What follows belongs to an exercise in optimizing a design on an open flow for small area; a production flow would make more cautious choices.
No run shown here included a check of the RTL's function; only the layout flow was run.
The clock port is modelled as an ideal driver; clocking choices that lean on that would not hold on a real chip.
Power and IR drop assume default switching activity.

==> flow/design.v <==
`default_nettype none
package muldiv_pkg;
	typedef enum logic [1:0] {
		op_shl = 2'd0,
		op_mul = 2'd1,
		op_div = 2'd2,
		op_shr = 2'd3
	} md_op_e;
	typedef logic [16-1:0] md_word_t;
endpackage
`default_nettype wire
`default_nettype none
module operand_issue (
	input  logic                                   start,
	input  muldiv_pkg::md_op_e                     op,
	input  logic                                   signed_mode,
	input  logic [1:0]                             src1_sel,
	input  logic [1:0]                             src2_sel,
	input  muldiv_pkg::md_word_t [4-1:0]    src_regs,
	output logic                                   valid,
	output logic                                   is_div,
	output logic                                   cin,
	output logic                                   neg,
	output muldiv_pkg::md_word_t                   opa,
	output muldiv_pkg::md_word_t                   opq
);
	localparam int W = 16;
	muldiv_pkg::md_word_t x;
	muldiv_pkg::md_word_t y;
	muldiv_pkg::md_word_t pow2;
	logic sdiv;
	logic sx;
	logic sy;
	logic use_y;
	logic inv;
	logic [W-1:0] low_nz;
	assign x = src_regs[src1_sel];
	assign y = src_regs[src2_sel];
	always_comb begin
		pow2 = '0;
		pow2[{1'b0, y[2:0]} + 4'd1] = 1'b1;
	end
	assign sdiv = signed_mode & (op == muldiv_pkg::op_div);
	assign sx = sdiv & x[W-1];
	assign sy = sdiv & y[W-1];
	assign low_nz[0] = 1'b0;
	for (genvar i = 1; i < W; i++) begin : g_nz
		assign low_nz[i] = |x[i-1:0];
	end
	assign valid = start;
	assign is_div = op[1];
	assign cin = op[1] & ~sy;
	assign neg = sx ^ sy;
	assign use_y = op[0] ^ op[1];
	assign inv = op[1] & ~sy;
	assign opa = {W{inv}} ^ (use_y ? y : pow2);
	assign opq = x ^ (low_nz & {W{sx}});
endmodule
`default_nettype wire
`default_nettype none
module muldiv_step #(
	parameter int ROW = 0
) (
	input  logic                 is_div,
	input  logic                 cin,
	input  logic [ROW:0]         p_in,      
	input  muldiv_pkg::md_word_t opa,
	input  muldiv_pkg::md_word_t opq_in,
	output logic [ROW:0]         p_out,
	output muldiv_pkg::md_word_t opq_out
);
	localparam int W = 16;
	localparam int QB = W - 1 - ROW;
	logic t;
	logic [ROW:0] in1;
	logic [ROW:0] sum;
	logic [ROW+1:0] c;
	logic upper_ones;
	logic sel;
	assign t = opq_in[QB];
	if (ROW == 0) begin : g_in0
		assign in1 = is_div & t;
	end else begin : g_in
		assign in1 = {p_in[ROW:1], is_div & t};
	end
	if (ROW + 1 <= 4) begin : g_ripple
		assign c[0] = cin;
		for (genvar i = 0; i <= ROW; i++) begin : g_fa
			assign sum[i] = in1[i] ^ opa[i] ^ c[i];
			assign c[i+1] = (in1[i] & opa[i]) | (in1[i] & c[i]) | (opa[i] & c[i]);
		end
	end else begin : g_prefix
		localparam int N = ROW + 1;
		localparam int L = (N > 8) ? 4 : (N > 4) ? 3 : (N > 2) ? 2 : 1;
		logic [N-1:0] pp;
		logic [N-1:0] gg [0:L];
		logic [N-1:0] pr [0:L];
		assign pp = in1 ^ opa[ROW:0];
		always_comb begin
			gg[0] = in1 & opa[ROW:0];
			gg[0][0] = (in1[0] & opa[0]) | (pp[0] & cin);
			pr[0] = pp;
		end
		for (genvar l = 0; l < L; l++) begin : g_lvl
			for (genvar i = 0; i < N; i++) begin : g_node
				if (((i >> l) & 1) == 1) begin : g_comb
					localparam int K = ((i >> l) << l) - 1;
					assign gg[l+1][i] = gg[l][i] | (pr[l][i] & gg[l][K]);
					assign pr[l+1][i] = pr[l][i] & pr[l][K];
				end else begin : g_pass
					assign gg[l+1][i] = gg[l][i];
					assign pr[l+1][i] = pr[l][i];
				end
			end
		end
		assign c[0] = cin;
		assign c[N:1] = gg[L];
		assign sum = pp ^ c[ROW:0];
	end
	if (ROW == W - 1) begin : g_top
		assign upper_ones = 1'b1;
	end else begin : g_up
		assign upper_ones = &opa[W-1:ROW+1];
	end
	assign sel = is_div ? (c[ROW+1] & upper_ones) : t;
	if (ROW == W - 1) begin : g_last
		assign p_out = t ? sum : in1;
	end else begin : g_mid
		assign p_out = sel ? sum : in1;
	end
	always_comb begin
		opq_out = opq_in;
		opq_out[QB] = sel;
	end
endmodule
`default_nettype wire
`default_nettype none
module result_collect (
	input  logic                  clk,
	input  logic                  rst,
	input  logic                  valid,
	input  logic                  is_div,
	input  logic                  cin,
	input  logic                  neg,
	input  muldiv_pkg::md_word_t  opa,
	input  muldiv_pkg::md_word_t  prod,
	input  muldiv_pkg::md_word_t  quot,
	output muldiv_pkg::md_word_t  result,
	output logic                  done,
	output logic                  div_by_zero
);
	muldiv_pkg::md_word_t value_d;
	logic dbz;
	muldiv_pkg::md_word_t res_q;
	logic done_q;
	logic dbz_q;
	logic neg_q;
	assign dbz = is_div & cin & (&opa);
	assign value_d = is_div ? quot : prod;
	always_ff @(posedge clk or posedge rst) begin
		if (rst) begin
			res_q <= '0;
			neg_q <= 1'b0;
			done_q <= 1'b0;
			dbz_q <= 1'b0;
		end else begin
			done_q <= valid;
			dbz_q <= valid & dbz;
			if (valid) begin
				res_q <= value_d;
				neg_q <= neg & ~dbz;
			end
		end
	end
	assign result = neg_q ? -res_q : res_q;
	assign done = done_q;
	assign div_by_zero = dbz_q;
endmodule
`default_nettype wire
`default_nettype none
module muldiv_unit (
	input  logic                                   clk,
	input  logic                                   rst,
	input  logic                                   start,
	input  muldiv_pkg::md_op_e                     op,
	input  logic                                   signed_mode,
	input  logic [1:0]                             src1_sel,
	input  logic [1:0]                             src2_sel,
	input  muldiv_pkg::md_word_t [4-1:0]    src_regs,
	output muldiv_pkg::md_word_t                   result,
	output logic                                   done,
	output logic                                   div_by_zero
);
	localparam int W = 16;
	localparam logic [W-1:0] CUT = 16'b0001001001000100;
	logic [W:0]   valid_s;
	logic [W:0]   is_div_s;
	logic [W:0]   cin_s;
	logic [W:0]   neg_s;
	muldiv_pkg::md_word_t p_s   [0:W];
	muldiv_pkg::md_word_t opa_s [0:W];
	muldiv_pkg::md_word_t opq_s [0:W];
	operand_issue i_operand_issue (
		.start       (start),
		.op          (op),
		.signed_mode (signed_mode),
		.src1_sel    (src1_sel),
		.src2_sel    (src2_sel),
		.src_regs    (src_regs),
		.valid       (valid_s[0]),
		.is_div      (is_div_s[0]),
		.cin         (cin_s[0]),
		.neg         (neg_s[0]),
		.opa         (opa_s[0]),
		.opq         (opq_s[0])
	);
	assign p_s[0] = '0;
	for (genvar j = 0; j < W; j++) begin : g_row
		logic [j:0] p_in;
		logic [j:0] p_out;
		muldiv_pkg::md_word_t p_d;
		muldiv_pkg::md_word_t opq_d;
		if (j == 0) begin : g_p0
			assign p_in = 1'b0;
		end else begin : g_p
			assign p_in = {p_s[j][j-1:0], 1'b0};
		end
		muldiv_step #(
			.ROW (j)
		) i_muldiv_step (
			.is_div  (is_div_s[j]),
			.cin     (cin_s[j]),
			.p_in    (p_in),
			.opa     (opa_s[j]),
			.opq_in  (opq_s[j]),
			.p_out   (p_out),
			.opq_out (opq_d)
		);
		always_comb begin
			p_d = '0;
			p_d[j:0] = p_out;
		end
		if (CUT[j]) begin : g_reg
			logic valid_q;
			logic is_div_q;
			logic cin_q;
			logic neg_q;
			logic [j:0] p_q;
			muldiv_pkg::md_word_t opa_q;
			muldiv_pkg::md_word_t opq_q;
			always_ff @(posedge clk or posedge rst) begin
				if (rst) begin
					valid_q <= 1'b0;
				end else begin
					valid_q <= valid_s[j];
				end
			end
			always_ff @(posedge clk) begin
				is_div_q <= is_div_s[j];
				cin_q <= cin_s[j];
				neg_q <= neg_s[j];
				p_q <= p_out;
				opa_q <= opa_s[j];
				opq_q <= opq_d;
			end
			assign valid_s[j+1] = valid_q;
			assign is_div_s[j+1] = is_div_q;
			assign cin_s[j+1] = cin_q;
			assign neg_s[j+1] = neg_q;
			always_comb begin
				p_s[j+1] = '0;
				p_s[j+1][j:0] = p_q;
			end
			assign opa_s[j+1] = opa_q;
			assign opq_s[j+1] = opq_q;
		end else begin : g_wire
			assign valid_s[j+1] = valid_s[j];
			assign is_div_s[j+1] = is_div_s[j];
			assign cin_s[j+1] = cin_s[j];
			assign neg_s[j+1] = neg_s[j];
			assign p_s[j+1] = p_d;
			assign opa_s[j+1] = opa_s[j];
			assign opq_s[j+1] = opq_d;
		end
	end
	result_collect i_result_collect (
		.clk         (clk),
		.rst         (rst),
		.valid       (valid_s[W]),
		.is_div      (is_div_s[W]),
		.cin         (cin_s[W]),
		.neg         (neg_s[W]),
		.opa         (opa_s[W]),
		.prod        (p_s[W]),
		.quot        (opq_s[W]),
		.result      (result),
		.done        (done),
		.div_by_zero (div_by_zero)
	);
endmodule
`default_nettype wire
==> flow/flow/run.sh <==
#!/bin/bash
# Standard ORFS layout with smaller port buffers, a clock tree of clkbuf_8
# without dummy loads (heavily loaded clock buffers upsized after CTS), and
# power recovery on non-critical gates.
set -euo pipefail
cd "$(dirname "$0")/.."
W=$(pwd)
export BUFFER_PORTS_ARGS="-buffer_cell sky130_fd_sc_hd__buf_1"
export CTS_ARGS="-sink_clustering_enable -repair_clock_nets -buf_list sky130_fd_sc_hd__clkbuf_8 -dont_use_dummy_load"
export POST_CTS_TCL="$W/flow/post_cts.tcl"
export RECOVER_POWER=100
bash standard.sh synth > synth.log 2>&1
bash standard.sh > layout.log 2>&1
==> flow/flow/post_cts.tcl <==
# Upsize clock buffers that drive many flip-flops, to keep the clock slew low.
set n_up 0
foreach inst [[ord::get_db_block] getInsts] {
  set master [[$inst getMaster] getName]
  if { $master eq "sky130_fd_sc_hd__clkbuf_8" } {
    set net [[$inst findITerm X] getNet]
    if { $net ne "NULL" } {
      set loads [expr { [llength [$net getITerms]] - 1 }]
      if { $loads > 14 } {
        replace_cell [$inst getName] sky130_fd_sc_hd__clkbuf_16
        incr n_up
      }
    }
  }
}
puts "post_cts: upsized $n_up clock buffers"
if { $n_up > 0 } {
  detailed_placement
  check_placement -verbose
  estimate_parasitics -placement
}
==> flow/standard.sh <==
#!/bin/bash
# synth_recipe.tcl (not shown) runs the flow's synth.tcl, then flattens the netlist and writes it again
# the make line also repeats each setting of config.mk as NAME=value (left out here)
make -C /OpenROAD-flow-scripts/flow DESIGN_CONFIG=/design/flow/config.mk WORK_HOME=/design/flow/orfs CLKGATE_MAP_FILE= SYNTH_SCRIPT=/design/flow/synth_recipe.tcl "${@:-finish}"
==> flow/config.mk <==
export PLATFORM = sky130hd
export DESIGN_NAME = muldiv_unit
export DESIGN_NICKNAME = muldiv_unit
export VERILOG_FILES = /design/flow/design.v
export SDC_FILE = /design/flow/constraint.sdc
export NUM_CORES = 4
export LEC_CHECK = 0
export CAP_MARGIN = 20
export CORE_MARGIN = 2
export CORE_UTILIZATION = 65
export SLEW_MARGIN = 20
==> flow/constraint.sdc <==
create_clock -name core_clock -period 8.0 [get_ports {clk}]
set_input_delay 1.6000 -clock core_clock [delete_from_list [all_inputs] [get_ports {clk}]]
set_output_delay 1.6000 -clock core_clock [all_outputs]
set_load 0.01 [all_outputs]
==> run summary, run 1 <==
Placed instance count = 1653
Synth Net Count = 1517
Status = timing/DRC/antenna clean
DIE WIDTH = 144.3 µm
Layout cells sized above 1 = 0.1264
Top FF cell, synth = dfxtp_1
Footprint of the multi-input gates = 8347 µm²
Filler cell count = 1544
Total Die Area = 20820 µm²
Routed wl met3 = 1010 µm
Min setup slack post-route = 0.4037 ns
Post-Synth Adder-Cell Area = 0.1983
Total wire length = 29120 µm
Clock Skews = 0.04166 ns
# clock sinks = 196
Routed wl met2 = 14730 µm
Iteration-0 DRC Markers = 545
Max Clk Rate = 131.6 MHz
Top sig layer = met4
Area Growth Syn to Fin = 10.04%
Asr flop ratio synth = 0.1173
Crit path launch type = flop
Worst R2R Path Depth = 33
Worst EP arrival = 7.88 ns
Sequential share of the synthesized area = 0.3157
Synth Cell Area = 12790 µm²
Die Height = 144.3 µm
Max transition margin = 0.1444
Most area-hungry cell type in the Yosys netlist = dfxtp_1
Max Cap Viol = 0
Sequential cell area = 4040 µm²
Final non-filler cell total = 1673
Main combinational cell family by area after synthesis = adder cells
YS warnings = 1025
Clock latency (worst-skew pair) = 0.41 ns
Row cnt = 51
Clock-pin transition on the worst setup and hold timing paths = 0.08 ns
Count leader, synth = dfxtp_1
Syn avg cell area = 10.01 µm²
Cell at the slowest stage of the critical path = fa_1
Mux contribution to synthesized area = 0.1315
PD cells = 397.9 nW/µm²
Final hold vios = 0
Pre-CTS setup slack = -0.1586 ns
Initial antenna violation count = 0
I/O Buffers = 91
Core area = 19400 µm²
Final HPWL DP = 23630 µm
CP max stage delay = 0.44 ns
Cells after synthesis = 1278
Max Transition Viols Final = 0
Lkg Pwr = 6.122 nW
Post-synthesis compound-gate area fraction = 0.1274
First-pass GRT wire length = 46440 µm
Worst Hold Class = flop to flop
Initial Utilization = 0.6596
Num ports = 92
Post-synth EDFFs = 0
Largest net degree at the start of global routing = 33
Remaining DRCs = 0
Crit. End Element = flop
Ranking of synthesized cells by area = dfxtp_1, ha_1, fa_1
Final setup violation count = 0
Total congestion overflow = 0
Hold Crit Depth = 0
Worst path required time = 8.29 ns
Seq cells post-synth = 196
Vias post-DR = 9717
Most frequent CP cell = a21o_1
Post-DRT Antenna Nets = 0
WL met1 = 12520 µm
Fraction of the mapped netlist area in simple logic gates = 0.1141
Setup CP Type = flop to flop
Worst-path maximum fanout = 7
Total power = 5.603 mW
Vias in the first global route = 9440
Layout net count = 1649
VDD IR max = 0.2334 mV
Wire per inst = 17.40 µm
Cell variety after synth = 71
Minimum clock period after layout = 7.596 ns
Total track usage = 0.2877
Via/cell ratio = 5.808
Synth Area in XOR/XNOR = 0.07461
Final Wtd Congestion = 0.8859
ANT cells = 0
Pre-antenna DRT Iters = 5
Fin crit share = 0.9495
CTS tree = built
Slew at the pin closest to its max-slew limit = 1.283 ns
Most frequent cells after synthesis = dfxtp_1, ha_1, nand2_1, inv_1, xnor2_1
Synth top area share = 0.2707
power breakdown:
part / switching, mW / leakage (nW) / internal [mW] / total (mW)
Clock: 0.301 / 0.148 / 0.244 / 0.546
Combinational: 1.87 / 4.24 / 1.76 / 3.63
Sequential: 0.220 / 1.73 / 1.21 / 1.43
layer usage:
metal  up-vias  GRT usage
met5         -          0
met4         0     0.1068
met3        54    0.04172
met2       199     0.5036
met1      4700     0.3621
li1       4764          -
cell type report:
cell class,count,area share
Clock buffer,17,0.02062
Inverter,94,0.02506
Multi-Input combinational cell,957,0.5928
Sequential cell,196,0.2869
Tap cell,265,0.02355
Timing Repair Buffer,144,0.05101
kinds of logic (layout without fill, tap and decap cells):
group	count (synthesis)	after routing
AOI/OAI and AO/OA	258	258
xor gates and xnor gates	109	109
adders and majority gates	165	165
buffers and inverters	125	255
DFF	196	196
muxes	122	122
and+or+nand+nor	303	303
cells in the final DEF (no fill, tap or decap), types with 10 or more instances in the layout:
master and instances:
nor2b_1 19, nand2_1 93, buf_4 43, ha_1 102, mux4_2 31, dfxtp_1 172, dfrtp_1 23, nand4_1 10
or3_1 13, clkbuf_8 12, nand3_1 15, xnor2_1 74, o22ai_1 12, inv_1 93, buf_1 90, clkbuf_1 10
a21o_1 24, nor3_1 22, nor2_1 72, xor2_1 35, mux2i_1 31, fa_1 61, o21ai_0 65, mux2_2 57
nand2b_1 20, o31ai_1 12, a21oi_1 61
final timing paths:
| check | start | endpoint | slack [ns] |
|---|---|---|---|
| max | g_row[2].g_reg.cin_q | g_row[6].g_reg.p_q[2] | 0.40 |
| min | g_row[9].g_reg.opq_q[12] | g_row[12].g_reg.opq_q[12] | 0.32 |
| max reg2reg | g_row[2].g_reg.cin_q | g_row[6].g_reg.p_q[2] | 0.40 |
| min reg2reg | g_row[9].g_reg.opq_q[12] | g_row[12].g_reg.opq_q[12] | 0.32 |
| max in group asynchronous | rst | i_result_collect.res_q[3] | 6.09 |
| min in group asynchronous | rst | i_result_collect.res_q[12] | 1.33 |
registers in the layout, indices dropped and copies added, names as in the netlist:
register and flops:
i_result_collect.neg_q 1, g_row.g_reg.is_div_q 4, g_row.g_reg.valid_q 4, i_result_collect.dbz_q 1, g_row.g_reg.opq_q 64, i_result_collect.res_q 16, g_row.g_reg.p_q 33, g_row.g_reg.cin_q 4
i_result_collect.done_q 1, g_row.g_reg.neg_q 4, g_row.g_reg.opa_q 64
through the flow:
stage / hold slack (ns) / util / instance area [µm²] / TNS (ns)
global route: 0.3329 / 0.7258 / 14080 / -0.1138
detailed placement: 0.3121 / 0.7072 / 13720 / -0.7871
finish: 0.3240 / 0.7258 / 14080 / 0
global placement: 0.3096 / 0.7072 / 13720 / 0
floorplan: 0.3096 / - / 12790 / 0
critical path, delay by kind of cell, from the launching register on:
kind / cells / cell delay, ns
adder cells (fa/ha/maj): 8 / 2.76
AO/OA/AOI/OAI: 14 / 2.51
multiplexers: 3 / 0.93
AND/OR/NAND/NOR: 5 / 0.59
buffers and inverters: 3 / 0.38
flip-flops: 1 / 0.33
==> run 2, diff against run 1 <==
--- a/flow/design.v
+++ b/flow/design.v
@@ -85,3 +85,3 @@
 	end
-	if (ROW + 1 <= 4) begin : g_ripple
+	if (ROW + 1 <= 0) begin : g_ripple
 		assign c[0] = cin;
@@ -100,3 +100,2 @@
 			gg[0] = in1 & opa[ROW:0];
-			gg[0][0] = (in1[0] & opa[0]) | (pp[0] & cin);
 			pr[0] = pp;
@@ -116,3 +115,3 @@
 		assign c[0] = cin;
-		assign c[N:1] = gg[L];
+		assign c[N:1] = gg[L] | (pr[L] & {N{cin}});
 		assign sum = pp ^ c[ROW:0];
@@ -125,7 +124,3 @@
 	assign sel = is_div ? (c[ROW+1] & upper_ones) : t;
-	if (ROW == W - 1) begin : g_last
-		assign p_out = t ? sum : in1;
-	end else begin : g_mid
-		assign p_out = sel ? sum : in1;
-	end
+	assign p_out = sel ? sum : in1;
 	always_comb begin
==> run 2 against run 1 <==
Net effect: sequential share of layout area shrank 0.056 points; first-iteration DRC count grew 13%; combinational power grew 6.3%; largest cell class unchanged; highest routed layer unchanged.
==> run summary, run 2 <==
Synth Net Count = 1575 (+3.8%)
Max Cap Viol = 0 (unchanged)
Total Die Area = 21440 µm² (+2.9%)
Worst-path maximum fanout = 9 (+2)
Fin crit share = 0.9341 (-0.01545)
YS warnings = 1067 (+4.1%)
Count leader, synth = dfxtp_1
Layout net count = 1674 (+1.5%)
Final Wtd Congestion = 0.8741 (-1.3%)
Clock-pin transition on the worst setup and hold timing paths = 0.08 ns (about the same)
Most common cell after layout, fill and taps aside = dfxtp_1
Syn avg cell area = 9.758 µm² (-2.5%)
Setup CP Type = flop to flop
Final setup violation count = 0 (unchanged)
RSZ-0062 raised after global routing = false
Worst EP arrival = 7.75 ns (-0.13 ns)
Total track usage = 0.2917 (+0.004013)
Total congestion overflow = 0 (unchanged)
Initial Utilization = 0.6578 (-0.001730)
Crit. End Element = flop
VDD IR max = 0.2369 mV (+1.5%)
Main combinational cell family by area after synthesis = compound AO/OA/AOI/OAI gates
Remaining DRCs = 0 (unchanged)
Clock power frac = 0.089 (-0.008)
Combinational power share = 0.662 (+0.014)
Layout cells sized above 1 = 0.1119 (-0.01454)
Mux contribution to synthesized area = 0.1271 (-0.004439)
Core area = 20040 µm² (+3.3%)
Total wire length = 30680 µm (+5.4%)
Final hold vios = 0 (unchanged)
Switching Fraction = 0.4324 (+0.006453)
Via/cell ratio = 5.964 (+2.7%)
Ranking of synthesized cells by area = dfxtp_1, ha_1, xnor2_1
Internal = 3.309 mW (+2.9%)
Vias post-DR = 10246 (+5.4%)
# clock sinks = 196 (unchanged)
Max Transition Viols Final = 0 (unchanged)
Post-DRT Antenna Nets = 0 (unchanged)
Clock latency (worst-skew pair) = 0.39 ns (-0.02 ns)
Clock Skews = 0.02210 ns (-0.01955 ns)
Sequential share of the synthesized area = 0.3064 (-0.009288)
Synth Cell Area = 13180 µm² (+3.0%)
Minimum clock period after layout = 7.473 ns (-0.1236 ns)
Cell variety after synth = 81 (+14%)
Largest regs = g_row.g_reg.opa_q (64), g_row.g_reg.opq_q (64), g_row.g_reg.p_q (33)
Area Growth Syn to Fin = 7.014%
I/O Buffers = 91 (unchanged)
Worst path required time = 8.27 ns (-0.02 ns)
Pre-antenna DRT Iters = 5 (unchanged)
Asr flop ratio synth = 0.1173 (unchanged)
Status = timing/DRC/antenna clean
PD cells = 413.2 nW/µm² (+3.8%)
Num ports = 92 (unchanged)
Crit path launch type = flop
Synth Area in XOR/XNOR = 0.09691 (+0.02229)
Net Sw Power = 2.521 mW (+5.6%)
Post-synth EDFFs = 0 (unchanged)
Pre-CTS setup slack = 0.1599 ns (+0.3185 ns)
ANT cells = 0 (unchanged)
Max transition margin = 0.4171 (+0.2727)
DIE WIDTH = 146.4 µm (+1.5%)
Most frequent cells after synthesis = dfxtp_1, ha_1, xnor2_1, a21oi_1, nor2_1
Flop pwr share = 0.249 (-0.006)
Synth top area share = 0.2627 (-0.007964)
Max Clk Rate = 133.8 MHz (+1.7%)
Largest net degree at the start of global routing = 25 (-24%)
Most frequent cells in the layout = dfxtp_1, ha_1, xnor2_1
Fraction of the mapped netlist area in simple logic gates = 0.1152 (+0.001103)
Die Height = 146.4 µm (+1.5%)
Most area-hungry cell type in the Yosys netlist = dfxtp_1
Post-Synth Adder-Cell Area = 0.1498 (-0.04855)
Initial antenna violation count = 0 (unchanged)
Min setup slack post-route = 0.5273 ns (+0.1236 ns)
Cells after synthesis = 1351 (+5.7%)
Worst Hold Class = flop to flop
Seq cells post-synth = 196 (unchanged)
Vias in the first global route = 10046 (+6.4%)
First-pass GRT wire length = 50230 µm (+8.1%)
TNS Setup = 0 ns (unchanged)
CTS tree = built
Row cnt = 52 (+2.0%)
Top FF cell, synth = dfxtp_1
Final HPWL DP = 25210 µm (+6.7%)
Cell at the slowest stage of the critical path = dfxtp_2
Post-synthesis compound-gate area fraction = 0.1709 (+0.04352)
Wire per inst = 17.86 µm (+2.6%)
Iteration-0 DRC Markers = 616 (+13%)
Lkg Pwr = 6.105 nW (-0.27%)
Slew at the pin closest to its max-slew limit = 0.8743 ns (-0.4091 ns)
CP max stage delay = 0.43 ns (about the same)
Worst hold margin = 0.3123 ns (-0.01174 ns)
==> run 2: cell families after synthesis <==
group	Yosys count
AO/OA/AOI/OAI	339
XOR/XNOR	145
adder cells (fa/ha/maj)	150
buffers and inverters	106
flip-flops	196
multiplexers	117
AND/OR/NAND/NOR	298
==> run 2: worst paths after layout <==
check	from	end	slack, ns	cells past startpoint
worst min register to register	g_row[9].g_reg.opq_q[11]	g_row[12].g_reg.opq_q[11]	0.31	0
worst max-delay path	g_row[2].g_reg.is_div_q	g_row[6].g_reg.p_q[1]	0.53	33
worst min-delay path	g_row[9].g_reg.opq_q[11]	g_row[12].g_reg.opq_q[11]	0.31	0
max in group asynchronous	rst	i_result_collect.res_q[12]	6.11	2
worst max register to register	g_row[2].g_reg.is_div_q	g_row[6].g_reg.p_q[1]	0.53	33
min in group asynchronous	rst	i_result_collect.res_q[0]	1.34	2
==> run 2: power groups by stage <==
stage	logic, mW	clock network (mW)	registers, mW
global route	4.33	0.566	1.47
detailed placement	3.80	0	1.47
global placement	3.71	0	1.47
floorplan	3.12	0	1.35
finish	3.86	0.521	1.45
==> run 2: through the flow <==
step	power (mW)	instances	utilization	cell area (µm²)
6_report	5.830	1718	0.7040	14110
5_1_grt	6.373	1718	0.7040	14110
3_5_place_dp	5.268	1701	0.6912	13850
3_3_place_gp	5.183	1701	0.6912	13850
2_1_floorplan	4.472	1351	-	13180
==> run 2: critical path: cells and delay by family, from the launching register on <==
kind                     cells  cell delay (ns)
AND/OR/NAND/NOR              2             0.31
multiplexers                 4             1.35
flip-flops                   1             0.43
adder cells (fa/ha/maj)      4             1.18
buffers and inverters        4             0.56
AO/OA/AOI/OAI               19             3.53
==> run 2: area by class of cell <==
cell class	instances	area [µm²]
tap	270	337.8
clock buffer	17	279.0
timing repair buffer	110	469.2
multi-input combinational	1049	8691
fill	1623	5932
sequential	196	4040
inverter	76	290.3
==> run 2: routing by layer <==
layer / vias to the layer above / wire length, µm / global-route usage
met5: - / 0 / 0
met4: 0 / 559 / 0.07379
met3: 40 / 1148 / 0.03719
met2: 239 / 15380 / 0.5189
met1: 4860 / 13590 / 0.3779
li1: 5107 / - / -
==> run 3, diff against run 2 <==
--- a/flow/design.v
+++ b/flow/design.v
@@ -19,3 +19,2 @@
 	input  muldiv_pkg::md_word_t [4-1:0]    src_regs,
-	output logic                                   valid,
 	output logic                                   is_div,
@@ -49,5 +48,4 @@
 	end
-	assign valid = start;
-	assign is_div = op[1];
-	assign cin = op[1] & ~sy;
+	assign is_div = start & op[1];
+	assign cin = ~start | (op[1] & ~sy);
 	assign neg = sx ^ sy;
@@ -124,3 +122,7 @@
 	assign sel = is_div ? (c[ROW+1] & upper_ones) : t;
-	assign p_out = sel ? sum : in1;
+	if (ROW == W - 1) begin : g_last
+		assign p_out = t ? sum : in1;
+	end else begin : g_mid
+		assign p_out = sel ? sum : in1;
+	end
 	always_comb begin
@@ -190,3 +192,3 @@
 	localparam logic [W-1:0] CUT = 16'b0001001001000100;
-	logic [W:0]   valid_s;
+	logic         valid;
 	logic [W:0]   is_div_s;
@@ -204,3 +206,2 @@
 		.src_regs    (src_regs),
-		.valid       (valid_s[0]),
 		.is_div      (is_div_s[0]),
@@ -238,3 +239,2 @@
 		if (CUT[j]) begin : g_reg
-			logic valid_q;
 			logic is_div_q;
@@ -247,5 +247,7 @@
 				if (rst) begin
-					valid_q <= 1'b0;
+					is_div_q <= 1'b0;
+					cin_q <= 1'b1;
 				end else begin
-					valid_q <= valid_s[j];
+					is_div_q <= is_div_s[j];
+					cin_q <= cin_s[j];
 				end
@@ -253,4 +255,2 @@
 			always_ff @(posedge clk) begin
-				is_div_q <= is_div_s[j];
-				cin_q <= cin_s[j];
 				neg_q <= neg_s[j];
@@ -260,3 +260,2 @@
 			end
-			assign valid_s[j+1] = valid_q;
 			assign is_div_s[j+1] = is_div_q;
@@ -271,3 +270,2 @@
 		end else begin : g_wire
-			assign valid_s[j+1] = valid_s[j];
 			assign is_div_s[j+1] = is_div_s[j];
@@ -280,2 +278,3 @@
 	end
+	assign valid = is_div_s[W] | ~cin_s[W];
 	result_collect i_result_collect (
@@ -283,3 +282,3 @@
 		.rst         (rst),
-		.valid       (valid_s[W]),
+		.valid       (valid),
 		.is_div      (is_div_s[W]),
==> run 3 against run 2 <==
Net effect: die area decreased by 0.86%; first-iteration DRC count grew 3.6%; synthesized area is 0.88% lower; via count rose by 2.2%; critical endpoint is now g_row[9].g_reg.p_q[6]; combinational power increased by 8.0%; the layout now fails its checks (capacitance limit, slew limit); maximum frequency shrank 0.21%; setup slack worse by 0.016 ns; final cell count rose by 1.6%; sequential share of layout area fell by 0.28 points.
==> run summary, run 3 <==
Via/cell ratio = 6.003 (+0.65%)
Total wire length = 31210 µm (+1.7%)
Worst-path maximum fanout = 10 (+1)
Most frequent cells in the layout = dfxtp_1, ha_1, nand2_1
Max Clk Rate = 133.5 MHz (-0.21%)
Worst Hold Class = flop to flop
Remaining DRCs = 0 (unchanged)
Final Wtd Congestion = 0.9326 (+6.7%)
Slew at the pin closest to its max-slew limit = 1.624 ns (+0.7492 ns)
Clock latency (worst-skew pair) = 0.38 ns (about the same)
Final instance area = 14050 µm² (-0.41%)
Layout cells sized above 1 = 0.1020 (-0.009851)
Synth Cell Area = 13070 µm² (-0.88%)
PD cells = 436.4 nW/µm² (+5.6%)
Reg-to-Reg Start = g_row[6].g_reg.is_div_q
Initial antenna violation count = 0 (unchanged)
Max transition margin = -0.08233 (-0.4995)
Row cnt = 51 (-1.9%)
Max Transition Viols Final = 28 (+28)
Final hold vios = 0 (unchanged)
Core area = 19590 µm² (-2.2%)
Mux contribution to synthesized area = 0.1178 (-0.009306)
Dpl cell area = 13770 µm² (-0.57%)
Minimum clock period after layout = 7.489 ns (+0.01587 ns)
Main combinational cell family by area after synthesis = compound AO/OA/AOI/OAI gates
Most frequent cells after synthesis = dfxtp_1, ha_1, nand2_1, a21oi_1
Worst R2R Path Depth = 27 (-18%)
Worst path required time = 8.26 ns (about the same)
Clock Skews = 0.01893 ns (-0.003180 ns)
Most common cell after layout, fill and taps aside = dfxtp_1
Num ports = 92 (unchanged)
Total power = 6.131 mW (+5.2%)
Synth Net Count = 1606 (+2.0%)
Status = complete, but fails checks
Vias post-DR = 10475 (+2.2%)
ANT cells = 0 (unchanged)
Fin crit share = 0.9361 (+0.001984)
Largest net degree at the start of global routing = 28 (+12%)
Post-synth EDFFs = 0 (unchanged)
R2R setup slack = 0.51 ns (-0.02 ns)
Initial Utilization = 0.6670 (+0.009144)
Reg2reg end = g_row[9].g_reg.p_q[6]
Ranking of synthesized cells by area = dfxtp_1, ha_1, xnor2_1
Most area-hungry cell type in the Yosys netlist = dfxtp_1
DIE WIDTH = 145.8 µm (-0.43%)
HP Start = g_row[9].g_reg.opq_q[1]
Syn avg cell area = 9.475 µm² (-2.9%)
Cells after synthesis = 1379 (+2.1%)
Hold Crit Depth = 0 (unchanged)
Wire per inst = 17.89 µm (+0.15%)
Final Util = 0.7172 (+0.01320)
Crit path launch type = flop
Final non-filler cell total = 1745 (+1.6%)
Asr flop ratio synth = 0.1406 (+0.02328)
CP max stage delay = 0.43 ns (about the same)
Synth Area in XOR/XNOR = 0.09576 (-0.001148)
Post-Synth Adder-Cell Area = 0.1557 (+0.005930)
VDD IR max = 0.2291 mV (-3.3%)
CTS tree = built
Total track usage = 0.2977 (+0.006005)
Sequential share of the synthesized area = 0.3049 (-0.001485)
Iteration-0 DRC Markers = 638 (+3.6%)
Clock-pin transition on the worst setup and hold timing paths = 0.08 ns (about the same)
Cell variety after synth = 75 (-7.4%)
Top FF cell, synth = dfxtp_1
Layout net count = 1709 (+2.1%)
Total congestion overflow = 0 (unchanged)
YS warnings = 1067 (unchanged)
Cell at the slowest stage of the critical path = mux2_2
Pre-antenna DRT Iters = 5 (unchanged)
First-pass GRT wire length = 51370 µm (+2.3%)
Layout Check Fails = capacitance limit, slew limit
Final HPWL DP = 25530 µm (+1.3%)
Vias in the first global route = 10270 (+2.2%)
Filler cell count = 1560 (-3.9%)
Count leader, synth = dfxtp_1
TNS Setup = 0 ns (unchanged)
Setup CP Type = flop to flop
Final setup violation count = 0 (unchanged)
Synth top area share = 0.2528 (-0.009917)
# clock sinks = 192 (-2.0%)
Lkg Pwr = 6.053 nW (-0.86%)
Area Growth Syn to Fin = 7.526%
Seq cells post-synth = 192 (-2.0%)
Crit. End Element = flop
Fraction of the mapped netlist area in simple logic gates = 0.1263 (+0.01108)
I/O Buffers = 91 (unchanged)
Post-DRT Antenna Nets = 0 (unchanged)
Max Cap Viol = 1 (+1)
Largest regs = g_row.g_reg.opa_q (64), g_row.g_reg.opq_q (64), g_row.g_reg.p_q (33)
Worst EP arrival = 7.75 ns (about the same)
Die Height = 145.8 µm (-0.43%)
Placed instance count = 1728 (+1.6%)
Hold Crit Endpoint = g_row[12].g_reg.opq_q[1]
Post-synthesis compound-gate area fraction = 0.1666 (-0.004319)
Total Die Area = 21250 µm² (-0.86%)
-- run 3: worst max-delay path by stage --
| stage | startpoint | end | slack (ns) | cells past startpoint |
|---|---|---|---|---|
| after global routing | g_row[6].g_reg.is_div_q | g_row[9].g_reg.p_q[6] | -0.01 | 27 |
| final | g_row[6].g_reg.is_div_q | g_row[9].g_reg.p_q[6] | 0.51 | 27 |
| after floorplan | g_row[12].g_reg.is_div_q | i_result_collect.res_q[15] | 0.89 | 29 |
| after detailed placement | g_row[2].g_reg.is_div_q | g_row[6].g_reg.p_q[6] | 0.35 | 33 |
| after global placement | g_row[2].g_reg.is_div_q | g_row[6].g_reg.p_q[6] | 0.41 | 33 |
-- run 3: critical path, delay by kind of cell (launching register included) --
kind                       cells  cell delay [ns]
and+or+nand+nor                5             1.12
buffers and inverters          3             0.36
AOI/OAI and AO/OA             13             3.45
muxes                          3             1.21
adders and majority gates      3             0.88
DFF                            1             0.35
-- run 3: metal layers --
| layer | share of wire | track usage | vias to the layer above |
|---|---|---|---|
| li1 | - | - | 5201 |
| met1 | 0.44 | 0.3817 | 4953 |
| met2 | 0.49 | 0.5224 | 257 |
| met3 | 0.039 | 0.04107 | 64 |
| met4 | 0.028 | 0.09118 | 0 |
| met5 | 0 | 0 | - |
-- run 3: report_power, final --
part | internal [mW] | total [mW] | switching (mW)
combinational | 1.97 | 4.17 | 2.20
clock | 0.234 | 0.527 | 0.293
sequential | 1.20 | 1.43 | 0.233
-- run 3: per-stage QoR --
step	worst slack (ns)	hold slack (ns)
after detailed placement	0.3538	0.3121
after global routing	-0.01194	0.3231
final	0.5114	0.3215
after global placement	0.4090	0.3117
after floorplan	0.8895	0.3096
-- run 3: logic make-up after synthesis --
group           Yosys count
buf+inv                 101
simple gates            348
mux                     103
fa+ha+maj               153
xor+xnor                142
flops                   192
compound gates          340
-- run 3: layout make-up --
class,instances,area (µm²),area share
multi-input combinational,1086,8681,0.6179
sequential,192,3984,0.2836
timing repair buffer,117,519.2,0.03696
tap,265,331.6,0.02360
clock buffer,17,279.0,0.01986
inverter,68,255.2,0.01817
==> run 4, diff against run 3 <==
--- a/flow/design.v
+++ b/flow/design.v
@@ -83,3 +83,3 @@
 	end
-	if (ROW + 1 <= 0) begin : g_ripple
+	if (ROW + 1 <= 2) begin : g_ripple
 		assign c[0] = cin;
==> run 4 against run 3 <==
Net effect: still fails the layout checks on capacitance limit, slew limit; register-to-register slack about the same; sequential power about the same; critical path depth up 5; via count up 0.25%; flip-flop and latch count unchanged; clock power up 2%; critical path type unchanged.
==> run summary, run 4 <==
Lkg Pwr = 6.125 nW (+1.2%)
Via/cell ratio = 6.014 (+0.19%)
Cell variety after synth = 82 (+9.3%)
CTS tree = built
Total congestion overflow = 0 (unchanged)
Vias post-DR = 10501 (+0.25%)
Row cnt = 52 (+2.0%)
Layout net count = 1704 (-0.29%)
Final hold vios = 0 (unchanged)
Most common cell after layout, fill and taps aside = dfxtp_1
Core area = 20170 µm² (+3.0%)
Die Height = 146.9 µm (+0.78%)
Largest regs = g_row.g_reg.opa_q (64), g_row.g_reg.opq_q (64), g_row.g_reg.p_q (33)
Cell at the slowest stage of the critical path = mux2_2
Final Wtd Congestion = 0.9181 (-1.6%)
Max Clk Rate = 133.4 MHz (-0.11%)
Clock-pin transition on the worst setup and hold timing paths = 0.09 ns (about the same)
# clock sinks = 192 (unchanged)
Sequential share of the synthesized area = 0.3001 (-0.004799)
CP max stage delay = 0.39 ns (-0.04 ns)
Iteration-0 DRC Markers = 719 (+13%)
Area Growth Syn to Fin = 7.239%
Num ports = 92 (unchanged)
Pre-antenna DRT Iters = 5 (unchanged)
Status = complete, but fails checks
Asr flop ratio synth = 0.1406 (unchanged)
Top FF cell, synth = dfxtp_1
Dpl cell area = 13940 µm² (+1.2%)
Clock latency (worst-skew pair) = 0.40 ns (+0.02 ns)
Fin crit share = 0.9371 (+0.001013)
I/O Buffers = 91 (unchanged)
ANT cells = 0 (unchanged)
Most area-hungry cell type in the Yosys netlist = dfxtp_1
Worst-path maximum fanout = 6 (-4)
Total power = 6.245 mW (+1.9%)
Worst hold margin = 0.3188 ns (-0.002696 ns)
Pre-CTS setup slack = 0.3199 ns (-0.03389 ns)
Worst path required time = 8.29 ns (+0.03 ns)
Worst Hold Class = flop to flop
Remaining DRCs = 0 (unchanged)
Routed wl met3 = 1395 µm (+15%)
Synth Cell Area = 13280 µm² (+1.6%)
PD cells = 438.7 nW/µm² (+0.52%)
Syn avg cell area = 9.627 µm² (+1.6%)
Total track usage = 0.3012 (+0.003450)
Layout cells sized above 1 = 0.09079 (-0.01124)
Cells after synthesis = 1379 (unchanged)
Layout Check Fails = capacitance limit, slew limit
Crit path launch type = flop
Clock Skews = 0.02914 ns (+0.01022 ns)
WL met1 = 14140 µm (+2.0%)
Seq cells post-synth = 192 (unchanged)
Final HPWL DP = 25970 µm (+1.7%)
Total wire length = 31970 µm (+2.4%)
Routed wl met2 = 15440 µm (+1.1%)
Most frequent cells after synthesis = dfxtp_1, ha_1, xnor2_1, nand2_1
Initial Utilization = 0.6582 (-0.008797)
Final instance area = 14240 µm² (+1.3%)
Top sig layer = met4
Min setup slack post-route = 0.5033 ns (-0.008107 ns)
Wire per inst = 18.31 µm (+2.4%)
Initial antenna violation count = 0 (unchanged)
VDD IR max = 0.2698 mV (+18%)
Vias in the first global route = 10038 (-2.3%)
Filler cell count = 1585 (+1.6%)
Synth top area share = 0.2488 (-0.003979)
Count leader, synth = dfxtp_1
Max transition margin = -0.1070 (-0.02468)
Max Transition Viols Final = 28 (unchanged)
Slew at the pin closest to its max-slew limit = 1.661 ns (+0.03702 ns)
Setup CP Type = flop to flop
Final setup violation count = 0 (unchanged)
Ranking of synthesized cells by area = dfxtp_1, ha_1, xnor2_1
Worst EP arrival = 7.78 ns (+0.03 ns)
Largest net degree at the start of global routing = 28 (unchanged)
Minimum clock period after layout = 7.497 ns (+0.008107 ns)
Most frequent cells in the layout = dfxtp_1, ha_1, xnor2_1
Max Cap Viol = 1 (unchanged)
Synth Net Count = 1605 (-0.062%)
First-pass GRT wire length = 51360 µm (about the same)
Total Die Area = 21580 µm² (+1.6%)
Crit. End Element = flop
Post-DRT Antenna Nets = 0 (unchanged)
DIE WIDTH = 146.9 µm (+0.78%)
YS warnings = 1057 (-0.94%)
Post-synth EDFFs = 0 (unchanged)
==> run 4: cell count changes after synthesis, moves of 8 or more <==
cell,change
nor2_1,-14
a21oi_1,-20
inv_1,+14
nor3_1,-9
nor2b_1,+8
o22ai_1,+10
nand2b_1,+13
nand2_1,-18
==> run 4: cell type report <==
type	count	area (µm²)	area share
Multi-Input combinational cell	1073	8840	0.6209
Sequential cell	192	3984	0.2798
Timing Repair Buffer	112	476.7	0.03349
Tap cell	270	337.8	0.02373
Inverter	82	307.8	0.02162
Clock buffer	17	290.3	0.02039
==> run 4: worst paths after layout <==
kind                                              start                       end  slack, ns  cells after the start
max in group asynchronous                           rst  g_row[12].g_reg.is_div_q       5.25                      3
worst max register to register  g_row[2].g_reg.is_div_q     g_row[6].g_reg.p_q[4]       0.50                     32
worst min register to register  g_row[2].g_reg.opq_q[3]   g_row[6].g_reg.opq_q[3]       0.32                      0
worst max-delay path            g_row[2].g_reg.is_div_q     g_row[6].g_reg.p_q[4]       0.50                     32
min in group asynchronous                           rst   g_row[2].g_reg.is_div_q       1.76                      3
worst min-delay path            g_row[2].g_reg.opq_q[3]   g_row[6].g_reg.opq_q[3]       0.32                      0
==> run 4: logic make-up after synthesis <==
logic type / Yosys count / synth area share
AO/OA/AOI/OAI: 352 / 0.1740
AND/OR/NAND/NOR: 314 / 0.1172
flip-flops: 192 / 0.3001
adder cells (fa/ha/maj): 152 / 0.1529
XOR/XNOR: 143 / 0.09491
buffers and inverters: 114 / 0.03591
multiplexers: 112 / 0.1250
==> run 4: report_power, final <==
part / total [mW] / leakage (nW) / internal, mW / switching [mW]
Combinational: 4.27 / 4.27 / 2.03 / 2.24
Sequential: 1.43 / 1.71 / 1.20 / 0.233
Clock: 0.540 / 0.148 / 0.244 / 0.296
==> run 4: per-stage QoR <==
step | TNS (ns) | std cells | utilization
after floorplan | 0 | 1379 | -
after global placement | 0 | 1729 | 0.6913
after detailed placement | 0 | 1729 | 0.6913
after global routing | -0.1679 | 1746 | 0.7058
final | 0 | 1746 | 0.7058
==> run 4: critical path: cells and delay by family (launching register included) <==
kind                     cells  cell delay [ns]
AO/OA/AOI/OAI               19             3.73
multiplexers                 4             1.43
adder cells (fa/ha/maj)      4             1.21
flip-flops                   1             0.38
buffers and inverters        3             0.38
AND/OR/NAND/NOR              2             0.26
==> run 4: per-layer routing <==
| layer | vias to the layer above | GRT usage |
|---|---|---|
| li1 | 5203 | - |
| met1 | 4952 | 0.3922 |
| met2 | 295 | 0.5136 |
| met3 | 51 | 0.04472 |
| met4 | 0 | 0.1082 |
| met5 | - | 0 |
==> run 5, diff against run 4 <==
--- a/flow/design.v
+++ b/flow/design.v
@@ -83,3 +83,3 @@
 	end
-	if (ROW + 1 <= 2) begin : g_ripple
+	if (ROW + 1 <= 0) begin : g_ripple
 		assign c[0] = cin;
--- a/flow/flow/run.sh
+++ b/flow/flow/run.sh
@@ -2,4 +2,3 @@
 # Standard ORFS layout with smaller port buffers, a clock tree of clkbuf_8
-# without dummy loads (heavily loaded clock buffers upsized after CTS), and
-# power recovery on non-critical gates.
+# without dummy loads (heavily loaded clock buffers upsized after CTS).
 set -euo pipefail
@@ -10,3 +9,2 @@
 export POST_CTS_TCL="$W/flow/post_cts.tcl"
-export RECOVER_POWER=100
 bash standard.sh synth > synth.log 2>&1
==> run 5 against run 4 <==
Net effect: the run now finishes clean; sequential power about the same; sequential share of layout area increased by 0.30 points; via count decreased by 0.16%; combinational power decreased by 2%; clock power decreased by 3%; maximum frequency increased by 0.25%; non-clock buffer count increased by 5; flip-flop and latch count unchanged; worst hold slack improved by 0.0027 ns; critical endpoint is now g_row[9].g_reg.p_q[6]; largest cell class unchanged; largest power group unchanged; highest routed layer unchanged.
==> run summary, run 5 <==
Minimum clock period after layout = 7.478 ns (-0.01907 ns)
Total track usage = 0.2977 (-0.003450)
Post-synth EDFFs = 0 (unchanged)
Iteration-0 DRC Markers = 620 (-14%)
Crit. End Element = flop
First-pass GRT wire length = 51370 µm (about the same)
Routed wl met3 = 1265 µm (-9.3%)
Most area-hungry cell type in the Yosys netlist = dfxtp_1
VDD IR max = 0.2291 mV (-15%)
Core area = 19590 µm² (-2.9%)
Max Cap Viol = 0 (-1)
Status = timing/DRC/antenna clean
Routed wl met2 = 15320 µm (-0.76%)
Synth top area share = 0.2528 (+0.003979)
Die Height = 145.8 µm (-0.77%)
HP Start = g_row[9].g_reg.opq_q[1]
Final hold vios = 0 (unchanged)
Vias post-DR = 10484 (-0.16%)
WL met1 = 13750 µm (-2.8%)
Num ports = 92 (unchanged)
Top sig layer = met4
Fraction of the mapped netlist area in simple logic gates = 0.1263 (+0.009057)
Worst EP arrival = 7.74 ns (-0.04 ns)
Pre-antenna DRT Iters = 5 (unchanged)
Worst-path maximum fanout = 10 (+4)
Final setup violation count = 0 (unchanged)
Layout cells sized above 1 = 0.1101 (+0.01935)
Ranking of synthesized cells by area = dfxtp_1, ha_1, xnor2_1
Crit path launch type = flop
DIE WIDTH = 145.8 µm (-0.77%)
Seq cells post-synth = 192 (unchanged)
Largest regs = g_row.g_reg.opa_q (64), g_row.g_reg.opq_q (64), g_row.g_reg.p_q (33)
Max Clk Rate = 133.7 MHz (+0.25%)
# clock sinks = 192 (unchanged)
Max Transition Viols Final = 0 (-100%)
CTS tree = built
Synth Net Count = 1606 (+0.062%)
Worst path required time = 8.26 ns (-0.03 ns)
Worst R2R Path Depth = 27 (-16%)
Clock Skews = 0.01981 ns (-0.009337 ns)
Mux contribution to synthesized area = 0.1178 (-0.007194)
Asr flop ratio synth = 0.1406 (unchanged)
Row cnt = 51 (-1.9%)
Initial antenna violation count = 0 (unchanged)
Post-synthesis compound-gate area fraction = 0.1666 (-0.007368)
Most frequent cells after synthesis = dfxtp_1, ha_1, nand2_1, a21oi_1
Count leader, synth = dfxtp_1
Post-DRT Antenna Nets = 0 (unchanged)
ANT cells = 0 (unchanged)
Layout net count = 1709 (+0.29%)
I/O Buffers = 91 (unchanged)
Post-Synth Adder-Cell Area = 0.1557 (+0.002828)
Vias in the first global route = 10270 (+2.3%)
Largest net degree at the start of global routing = 28 (unchanged)
Lkg Pwr = 6.088 nW (-0.62%)
Cells after synthesis = 1379 (unchanged)
Total wire length = 31220 µm (-2.3%)
Final non-filler cell total = 1745 (-0.057%)
Fin crit share = 0.9347 (-0.002384)
Most common cell after layout, fill and taps aside = dfxtp_1
Clock-pin transition on the worst setup and hold timing paths = 0.08 ns (about the same)
Most frequent cells in the layout = dfxtp_1, ha_1, nand2_1
Final Wtd Congestion = 0.9326 (+1.6%)
Remaining DRCs = 0 (unchanged)
Worst Hold Class = flop to flop
Sequential share of the synthesized area = 0.3049 (+0.004799)
Synth Area in XOR/XNOR = 0.09576 (+0.0008475)
Wire per inst = 17.89 µm (-2.3%)
Hold Crit Depth = 0 (unchanged)
Area Growth Syn to Fin = 7.804%
Total congestion overflow = 0 (unchanged)
Final HPWL DP = 25530 µm (-1.7%)
Placed instance count = 1728 (-0.058%)
Synth Cell Area = 13070 µm² (-1.6%)
Main combinational cell family by area after synthesis = compound AO/OA/AOI/OAI gates
Clock latency (worst-skew pair) = 0.38 ns (-0.02 ns)
Via/cell ratio = 6.008 (-0.10%)
Syn avg cell area = 9.475 µm² (-1.6%)
PD cells = 435.5 nW/µm² (-0.74%)
Max transition margin = 0.4122 (+0.5192)
Top FF cell, synth = dfxtp_1
Pre-CTS setup slack = 0.3538 ns (+0.03389 ns)
Total Die Area = 21250 µm² (-1.5%)
Reg-to-Reg Start = g_row[6].g_reg.is_div_q
Setup CP Type = flop to flop
Reg2reg end = g_row[9].g_reg.p_q[6]
Initial Utilization = 0.6670 (+0.008797)
Cell variety after synth = 75 (-8.5%)
Min setup slack post-route = 0.5224 ns (+0.01907 ns)
Hold Crit Endpoint = g_row[12].g_reg.opq_q[1]
YS warnings = 1067 (+0.95%)
R2R setup slack = 0.52 ns (+0.02 ns)
Slew at the pin closest to its max-slew limit = 0.8754 ns (-0.7851 ns)
## run 5: cell types whose count changed in the layout (fill, tap and decap cells not counted), moves of 10 or more
| cell | delta |
|---|---|
| a21oi_1 | +21 |
| buf_4 | +10 |
| inv_1 | -14 |
| nand2_1 | +18 |
| nand2b_1 | -13 |
| nor2_1 | +14 |
## run 5: power breakdown
part           leakage (nW)  internal [mW]  switching [mW]
Sequential             1.71           1.20           0.233
Combinational          4.23           1.97            2.20
Clock                 0.143          0.234           0.293
Total                  6.09           3.41            2.73
## run 5: stage by stage
stage                     instance area [µm²]  total power, mW  hold WS, ns    util  setup TNS, ns
after floorplan                         13070            4.682       0.3096       -              0
after global routing                    14090            6.705       0.3231  0.7190       -0.01700
after global placement                  13770            5.415       0.3117  0.7030              0
after detailed placement                13770            5.525       0.3121  0.7030              0
final                                   14090            6.134       0.3215  0.7190              0
## run 5: layout make-up
type                       instances  area, µm²
multi-input combinational       1086       8687
fill                            1553       5504
sequential                       192       3984
timing repair buffer             117      549.3
tap                              265      331.6
clock buffer                      17      279.0
inverter                          68      255.2
## run 5: kinds of logic after synthesis
logic type      after synthesis
compound gates              340
xor+xnor                    142
fa+ha+maj                   153
buf+inv                     101
flops                       192
mux                         103
simple gates                348
## run 5: routing by layer
| metal | track usage | up-vias |
|---|---|---|
| li1 | - | 5196 |
| met1 | 0.3817 | 4946 |
| met2 | 0.5224 | 276 |
| met3 | 0.04107 | 66 |
| met4 | 0.09118 | 0 |
| met5 | 0 | - |
## run 5: worst max path at each step
| stage | endpoint | start |
|---|---|---|
| final | g_row[9].g_reg.p_q[6] | g_row[6].g_reg.is_div_q |
| after global routing | g_row[9].g_reg.p_q[6] | g_row[6].g_reg.is_div_q |
| after global placement | g_row[6].g_reg.p_q[6] | g_row[2].g_reg.is_div_q |
| after floorplan | i_result_collect.res_q[15] | g_row[12].g_reg.is_div_q |
| after detailed placement | g_row[6].g_reg.p_q[6] | g_row[2].g_reg.is_div_q |
## run 5: worst max-delay path, cell delays in order (launching register included)
cell      delay (ns)
dfrtp_1         0.36
inv_1           0.07
nor2_1          0.16
ha_1            0.26
a21o_1          0.17
a21oi_1         0.31
o21a_1          0.20
nor3_1          0.09
o31ai_1         0.40
o21ai_1         0.41
mux2_2          0.42
ha_1            0.32
inv_1           0.06
o21a_1          0.20
nor3_1          0.36
nor4_1          0.09
or3_1           0.41
o21ai_2         0.24
mux2_2          0.43
ha_1            0.30
a21oi_1         0.26
o21ai_0         0.23
a41oi_1         0.36
a21oi_1         0.13
o21ai_0         0.29
a21boi_0        0.24
buf_4           0.23
mux2_2          0.36
==> run 6, diff against run 5 <==
--- a/flow/flow/run.sh
+++ b/flow/flow/run.sh
@@ -9,2 +9,3 @@
 export POST_CTS_TCL="$W/flow/post_cts.tcl"
+export RECOVER_POWER=100
 bash standard.sh synth > synth.log 2>&1
==> run 6 against run 5 <==
Net effect: sequential power about the same; die area did not move; via count barely moved; critical path type unchanged; now fails the layout checks on capacitance limit, slew limit; routed wire length is essentially flat; flip-flop and latch count stayed put; clock power about the same.
==> run summary, run 6 <==
Via/cell ratio = 6.003 (about the same)
YS warnings = 1067 (unchanged)
Max Clk Rate = 133.5 MHz (-0.15%)
Num ports = 92 (unchanged)
Final hold vios = 0 (unchanged)
Top FF cell, synth = dfxtp_1
Post-synth EDFFs = 0 (unchanged)
Fin crit share = 0.9361 (+0.001371)
Pre-antenna DRT Iters = 5 (unchanged)
Sequential share of the synthesized area = 0.3049 (unchanged)
Final setup violation count = 0 (unchanged)
Cells after synthesis = 1379 (unchanged)
Die Height = 145.8 µm (unchanged)
CTS tree = built
Layout net count = 1709 (unchanged)
Crit. End Element = flop
Worst EP arrival = 7.75 ns (about the same)
Final HPWL DP = 25530 µm (unchanged)
Setup crit end = g_row[9].g_reg.p_q[6]
Worst R2R Path Depth = 27 (unchanged)
Reg-to-Reg Start = g_row[6].g_reg.is_div_q
Count leader, synth = dfxtp_1
Reg2reg end = g_row[9].g_reg.p_q[6]
Most common cell after layout, fill and taps aside = dfxtp_1
Synth Cell Area = 13070 µm² (unchanged)
Total wire length = 31210 µm (about the same)
Iteration-0 DRC Markers = 638 (+2.9%)
Worst Hold Class = flop to flop
Synth Net Count = 1606 (unchanged)
Area Growth Syn to Fin = 7.526%
Total Die Area = 21250 µm² (unchanged)
Clock Skews = 0.01893 ns (-0.0008834 ns)
Row cnt = 51 (unchanged)
Cell variety after synth = 75 (unchanged)
Most frequent cells after synthesis = dfxtp_1, ha_1, nand2_1, a21oi_1
Largest regs = g_row.g_reg.opa_q (64), g_row.g_reg.opq_q (64), g_row.g_reg.p_q (33)
Seq cells post-synth = 192 (unchanged)
Worst hold margin = 0.3215 ns (+0.00001600 ns)
Clock-pin transition on the worst setup and hold timing paths = 0.08 ns (about the same)
I/O Buffers = 91 (unchanged)
Max Transition Viols Final = 28 (+28)
Most frequent cells in the layout = dfxtp_1, ha_1, nand2_1
Layout Check Fails = capacitance limit, slew limit
Pre-CTS setup slack = 0.3538 ns (unchanged)
Minimum clock period after layout = 7.489 ns (+0.01096 ns)
# clock sinks = 192 (unchanged)
Syn avg cell area = 9.475 µm² (unchanged)
Core area = 19590 µm² (unchanged)
Initial Utilization = 0.6670 (unchanged)
Layout cells sized above 1 = 0.1020 (-0.008108)
Status = complete, but fails checks
PD cells = 436.4 nW/µm² (+0.22%)
Synth top area share = 0.2528 (unchanged)
Clock latency (worst-skew pair) = 0.38 ns (about the same)
Largest net degree at the start of global routing = 28 (unchanged)
Worst-path maximum fanout = 10 (unchanged)
Final Wtd Congestion = 0.9326 (unchanged)
Setup CP Type = flop to flop
Asr flop ratio synth = 0.1406 (unchanged)
Remaining DRCs = 0 (unchanged)
Min setup slack post-route = 0.5114 ns (-0.01096 ns)
Max transition margin = -0.08233 (-0.4945)
R2R setup slack = 0.51 ns (about the same)
Initial antenna violation count = 0 (unchanged)
Wire per inst = 17.89 µm (about the same)
VDD IR max = 0.2291 mV (about the same)
Crit path launch type = flop
ANT cells = 0 (unchanged)
Vias post-DR = 10475 (-0.086%)
Lkg Pwr = 6.053 nW (-0.57%)
DIE WIDTH = 145.8 µm (unchanged)
Most area-hungry cell type in the Yosys netlist = dfxtp_1
Max Cap Viol = 1 (+1)
First-pass GRT wire length = 51370 µm (unchanged)
Slew at the pin closest to its max-slew limit = 1.624 ns (+0.7481 ns)
Ranking of synthesized cells by area = dfxtp_1, ha_1, xnor2_1
Worst path required time = 8.26 ns (about the same)
Vias in the first global route = 10270 (unchanged)
Post-DRT Antenna Nets = 0 (unchanged)
Critical path origin = g_row[6].g_reg.is_div_q
Total track usage = 0.2977 (unchanged)
Total congestion overflow = 0 (unchanged)
Total power = 6.131 mW (about the same)
==> run 6: cell counts after synthesis <==
Identical to the previous run, type by type.
==> run 6: critical path, cell delays in order, from the launching register on <==
cell and delay [ns]:
dfrtp_1 0.35, inv_1 0.07, nor2_1 0.16, ha_1 0.26, a21o_1 0.17, a21oi_1 0.31, o21a_1 0.20, nor3_1 0.09
o31ai_1 0.40, o21ai_1 0.41, mux2_2 0.42, ha_1 0.32, inv_1 0.06, o21a_1 0.20, nor3_1 0.36, nor4_1 0.09
or3_1 0.42, o21ai_2 0.25, mux2_2 0.43, ha_1 0.30, a21oi_1 0.26, o21ai_0 0.23, a41oi_1 0.36, a21oi_1 0.13
o21ai_0 0.29, a21boi_0 0.24, buf_4 0.23, mux2_2 0.36
==> run 6: worst min-delay path by stage <==
stage	start	endpoint	slack, ns	cells past startpoint
3_5_place_dp	g_row[9].g_reg.opq_q[13]	g_row[12].g_reg.opq_q[13]	0.31	0
6_report	g_row[9].g_reg.opq_q[1]	g_row[12].g_reg.opq_q[1]	0.32	0
5_1_grt	g_row[9].g_reg.opq_q[1]	g_row[12].g_reg.opq_q[1]	0.32	0
2_1_floorplan	g_row[9].g_reg.neg_q	g_row[12].g_reg.neg_q	0.31	0
3_3_place_gp	g_row[9].g_reg.opq_q[13]	g_row[12].g_reg.opq_q[13]	0.31	0
==> run 6: area by class of cell <==
| class | count | area [µm²] |
|---|---|---|
| clock buffer | 17 | 279.0 |
| fill | 1560 | 5540 |
| inverter | 68 | 255.2 |
| multi-input combinational | 1086 | 8681 |
| sequential | 192 | 3984 |
| tap | 265 | 331.6 |
| timing repair buffer | 117 | 519.2 |
==> run 6: logic make-up after synthesis <==
family,count (synthesis),synth area share
simple gates,348,0.1263
compound gates,340,0.1666
flops,192,0.3049
fa+ha+maj,153,0.1557
xor+xnor,142,0.09576
mux,103,0.1178
buf+inv,101,0.03294
==> run 6: stage by stage <==
stage	instances	util	setup TNS (ns)	cell area (µm²)
2_1_floorplan	1379	-	0	13070
3_3_place_gp	1728	0.7030	0	13770
3_5_place_dp	1728	0.7030	0	13770
5_1_grt	1745	0.7172	-0.01217	14050
6_report	1745	0.7172	0	14050
==> run 6: metal layers <==
layer	vias to the layer above	GRT usage	routed length [µm]
met3	64	0.04107	1209
met1	4953	0.3817	13870
met5	-	0	0
met4	0	0.09118	864
met2	257	0.5224	15270
li1	5201	-	-
==> run 6: where the power goes <==
part	total [mW]	switching, mW	leakage [nW]	internal (mW)
Sequential	1.43	0.233	1.71	1.20
Combinational	4.17	2.20	4.20	1.97
Clock	0.527	0.293	0.143	0.234
Total	6.13	2.73	6.05	3.40
==> run 7, diff against run 6 <==
--- a/flow/design.v
+++ b/flow/design.v
@@ -191,3 +191,3 @@
 	localparam int W = 16;
-	localparam logic [W-1:0] CUT = 16'b0001001001000100;
+	localparam logic [W-1:0] CUT = 16'b0001000100100100;
 	logic         valid;
--- a/flow/flow/run.sh
+++ b/flow/flow/run.sh
@@ -2,3 +2,4 @@
 # Standard ORFS layout with smaller port buffers, a clock tree of clkbuf_8
-# without dummy loads (heavily loaded clock buffers upsized after CTS).
+# without dummy loads (heavily loaded clock buffers upsized after CTS), and
+# power recovery on non-critical gates.
 set -euo pipefail
==> run 7 against run 6 <==
Net effect: non-clock buffer count grew 23; register-to-register slack worse by 0.12 ns; still fails the layout checks on capacitance limit, slew limit; die area up 0.86%; first-iteration DRC count decreased by 17%; highest routed layer unchanged; global-route usage decreased by 1.3 points; synthesized area increased by 0.88%.
==> run summary, run 7 <==
Placed instance count = 1734 (+0.35%)
Row cnt = 52 (+2.0%)
Synth Net Count = 1593 (-0.81%)
Initial Utilization = 0.6578 (-0.009206)
Cell at the slowest stage of the critical path = or3_1
TNS Setup = 0 ns (unchanged)
Clock power frac = 0.076 (-0.010)
Lkg Pwr = 6.275 nW (+3.7%)
Area Growth Syn to Fin = 9.179%
Synth top area share = 0.2476 (-0.005245)
Remaining DRCs = 0 (unchanged)
PD cells = 472.0 nW/µm² (+8.2%)
Most frequent cells in the layout = dfxtp_1, ha_1, nor2_1
Fin crit share = 0.9510 (+0.01491)
Top FF cell, synth = dfxtp_1
Cell variety after synth = 87 (+16%)
Max Cap Viol = 1 (unchanged)
Final setup violation count = 0 (unchanged)
Internal = 3.747 mW (+10%)
Post-synth EDFFs = 0 (unchanged)
Syn avg cell area = 9.650 µm² (+1.8%)
VDD IR max = 0.2576 mV (+12%)
I/O Buffers = 91 (unchanged)
Final non-filler cell total = 1761 (+0.92%)
Layout cells sized above 1 = 0.1080 (+0.005954)
Worst Hold Class = flop to flop
YS warnings = 1067 (unchanged)
Final Wtd Congestion = 0.9354 (+0.30%)
DIE WIDTH = 146.4 µm (+0.43%)
Seq cells post-synth = 190 (-1.0%)
Footprint of the multi-input gates = 8899 µm² (+2.5%)
Clock latency (worst-skew pair) = 0.38 ns (about the same)
Wire per inst = 17.46 µm (-2.4%)
Post-DRT Antenna Nets = 0 (unchanged)
Largest net degree at the start of global routing = 41 (+46%)
ANT cells = 0 (unchanged)
Max Clk Rate = 131.4 MHz (-1.6%)
Final HPWL DP = 25010 µm (-2.0%)
Sequential cell area = 3944 µm² (-1.0%)
Vias post-DR = 10468 (-0.067%)
Synth Cell Area = 13180 µm² (+0.88%)
Max Transition Viols Final = 28 (unchanged)
Minimum clock period after layout = 7.608 ns (+0.1193 ns)
Total congestion overflow = 0 (unchanged)
Vias in the first global route = 10022 (-2.4%)
Crit path launch type = flop
First-pass GRT wire length = 49090 µm (-4.4%)
R2R setup slack = 0.39 ns (-0.12 ns)
Asr flop ratio synth = 0.1421 (+0.001480)
Crit. End Element = flop
Net Sw Power = 3.046 mW (+12%)
Status = complete, but fails checks
Die Height = 146.4 µm (+0.43%)
Slew at the pin closest to its max-slew limit = 1.550 ns (-0.07305 ns)
Clock-pin transition on the worst setup and hold timing paths = 0.09 ns (about the same)
CTS tree = built
Combinational power share = 0.718 (+0.038)
Sequential share of the synthesized area = 0.2992 (-0.005700)
Switching Fraction = 0.4484 (+0.003448)
Worst EP arrival = 7.89 ns (+0.14 ns)
Cells after synthesis = 1366 (-0.94%)
Worst path required time = 8.28 ns (+0.02 ns)
Most frequent cells after synthesis = dfxtp_1, ha_1, nor2_1, xnor2_1, nand2_1
Worst hold margin = 0.3241 ns (+0.002585 ns)
Num ports = 92 (unchanged)
Final hold vios = 0 (unchanged)
Most area-hungry cell type in the Yosys netlist = dfxtp_1
Filler cell count = 1610 (+3.2%)
Clock Skews = 0.02996 ns (+0.01103 ns)
Most common cell after layout, fill and taps aside = dfxtp_1
Largest regs = g_row.g_reg.opa_q (64), g_row.g_reg.opq_q (64), g_row.g_reg.p_q (31)
Setup CP Type = flop to flop
Pre-antenna DRT Iters = 5 (unchanged)
Total Die Area = 21430 µm² (+0.86%)
Most frequent CP cell = ha_1
Layout net count = 1720 (+0.64%)
CP max stage delay = 0.40 ns (-0.03 ns)
Worst-path maximum fanout = 8 (-2)
Count leader, synth = dfxtp_1
Flop pwr share = 0.205 (-0.029)
Ranking of synthesized cells by area = dfxtp_1, ha_1, xnor2_1
# clock sinks = 190 (-1.0%)
Total wire length = 30750 µm (-1.5%)
Iteration-0 DRC Markers = 529 (-17%)
Via/cell ratio = 5.944 (-0.97%)
Core area = 20040 µm² (+2.3%)
Max transition margin = -0.03364 (+0.04870)
Layout Check Fails = capacitance limit, slew limit
Total track usage = 0.2845 (-0.01321)
Initial antenna violation count = 0 (unchanged)
## run 7: final cells by class
class / instances / area share
tap: 270 / 0.02347
multi-input combinational: 1072 / 0.6183
clock buffer: 17 / 0.01939
sequential: 190 / 0.2740
inverter: 72 / 0.01878
timing repair buffer: 140 / 0.04599
## run 7: logic make-up (layout without fill, tap and decap cells)
group,after synthesis,in the layout,synth area share
compound gates,305,305,0.1562
simple gates,348,348,0.1281
mux,123,123,0.1335
buf+inv,104,229,0.03303
xor+xnor,143,143,0.09559
fa+ha+maj,153,153,0.1543
flops,190,190,0.2992
## run 7: routing by layer
metal  wire [µm]  global-route usage  part of all wire
met1       12960              0.3532              0.42
met2       15810              0.5130              0.51
met3        1194             0.04219             0.039
met4         784             0.08544             0.025
met5           0                   0                 0
## run 7: path summary, 6_finish.rpt
kind,start,to,cells after the start
max,g_row[8].g_reg.is_div_q,g_row[12].g_reg.p_q[4],34
min,g_row[5].g_reg.opq_q[10],g_row[8].g_reg.opq_q[10],0
max reg2reg,g_row[8].g_reg.is_div_q,g_row[12].g_reg.p_q[4],34
min reg2reg,g_row[5].g_reg.opq_q[10],g_row[8].g_reg.opq_q[10],0
max in group asynchronous,rst,g_row[12].g_reg.is_div_q,3
min in group asynchronous,rst,i_result_collect.done_q,3
## run 7: worst max-delay path: cells and delay by family, from the launching register on
family,cells,cell delay [ns]
AOI/OAI and AO/OA,16,2.85
muxes,4,1.42
adders and majority gates,4,1.16
and+or+nand+nor,4,0.86
buffers and inverters,6,0.83
DFF,1,0.37
## run 7: stage by stage
stage | setup WS, ns | total power [mW] | cell area (µm²) | utilization
2_1_floorplan | 0.01331 | 5.149 | 13210 | -
3_3_place_gp | -0.02018 | 5.989 | 14020 | 0.6995
3_5_place_dp | -0.2799 | 6.111 | 14020 | 0.6995
5_1_grt | -0.01290 | 7.403 | 14390 | 0.7182
6_report | 0.3922 | 6.793 | 14390 | 0.7182
## run 7: power groups by stage
stage / clock network, mW / registers, mW / logic [mW]
after floorplan: 0 / 1.33 / 3.82
after global routing: 0.564 / 1.42 / 5.42
after detailed placement: 0 / 1.42 / 4.69
after global placement: 0 / 1.41 / 4.57
final: 0.519 / 1.40 / 4.88

==> port drivers added, routing unchanged <==
Ports are ideal in the flow. The routed layouts listed here were re-timed in OpenROAD.
Step 1: set_driving_cell puts a clkbuf_16 on clk and a buf_2 on each other input, an assumption about the parent block.
Step 2 adds t to the input delays and takes it off the output delays; t is the mean of the earliest and latest rising clock arrival at the registers after step 1. Input paths then give back, and output paths get back, about the clock's delay inside the block.
Slacks: no drivers / after step 1 / after step 2; pairs: no drivers / after step 1.
| run | shift t [ns] | setup WS [ns] | worst data-port slew with drivers (ns) |
|---|---|---|---|
| run 1 | 0.435 | 0.404 / 0.404 / 0.404 | 0.04 |
| run 2 | 0.420 | 0.527 / 0.527 / 0.166 | 0.06 |
| run 3 | 0.413 | 0.511 / 0.511 / 0.193 | 0.04 |
| run 4 | 0.430 | 0.503 / 0.503 / 0.499 | 0.04 |
| run 5 | 0.412 | 0.522 / 0.522 / 0.522 | 0.04 |
| run 6 | 0.413 | 0.511 / 0.511 / 0.193 | 0.04 |
| run 7 | 0.409 | 0.392 / 0.392 / 0.148 | 0.04 |
For run 2, which loses most, drivers alone change the setup slack by 0.000 ns; drivers and shift together by -0.361 ns.
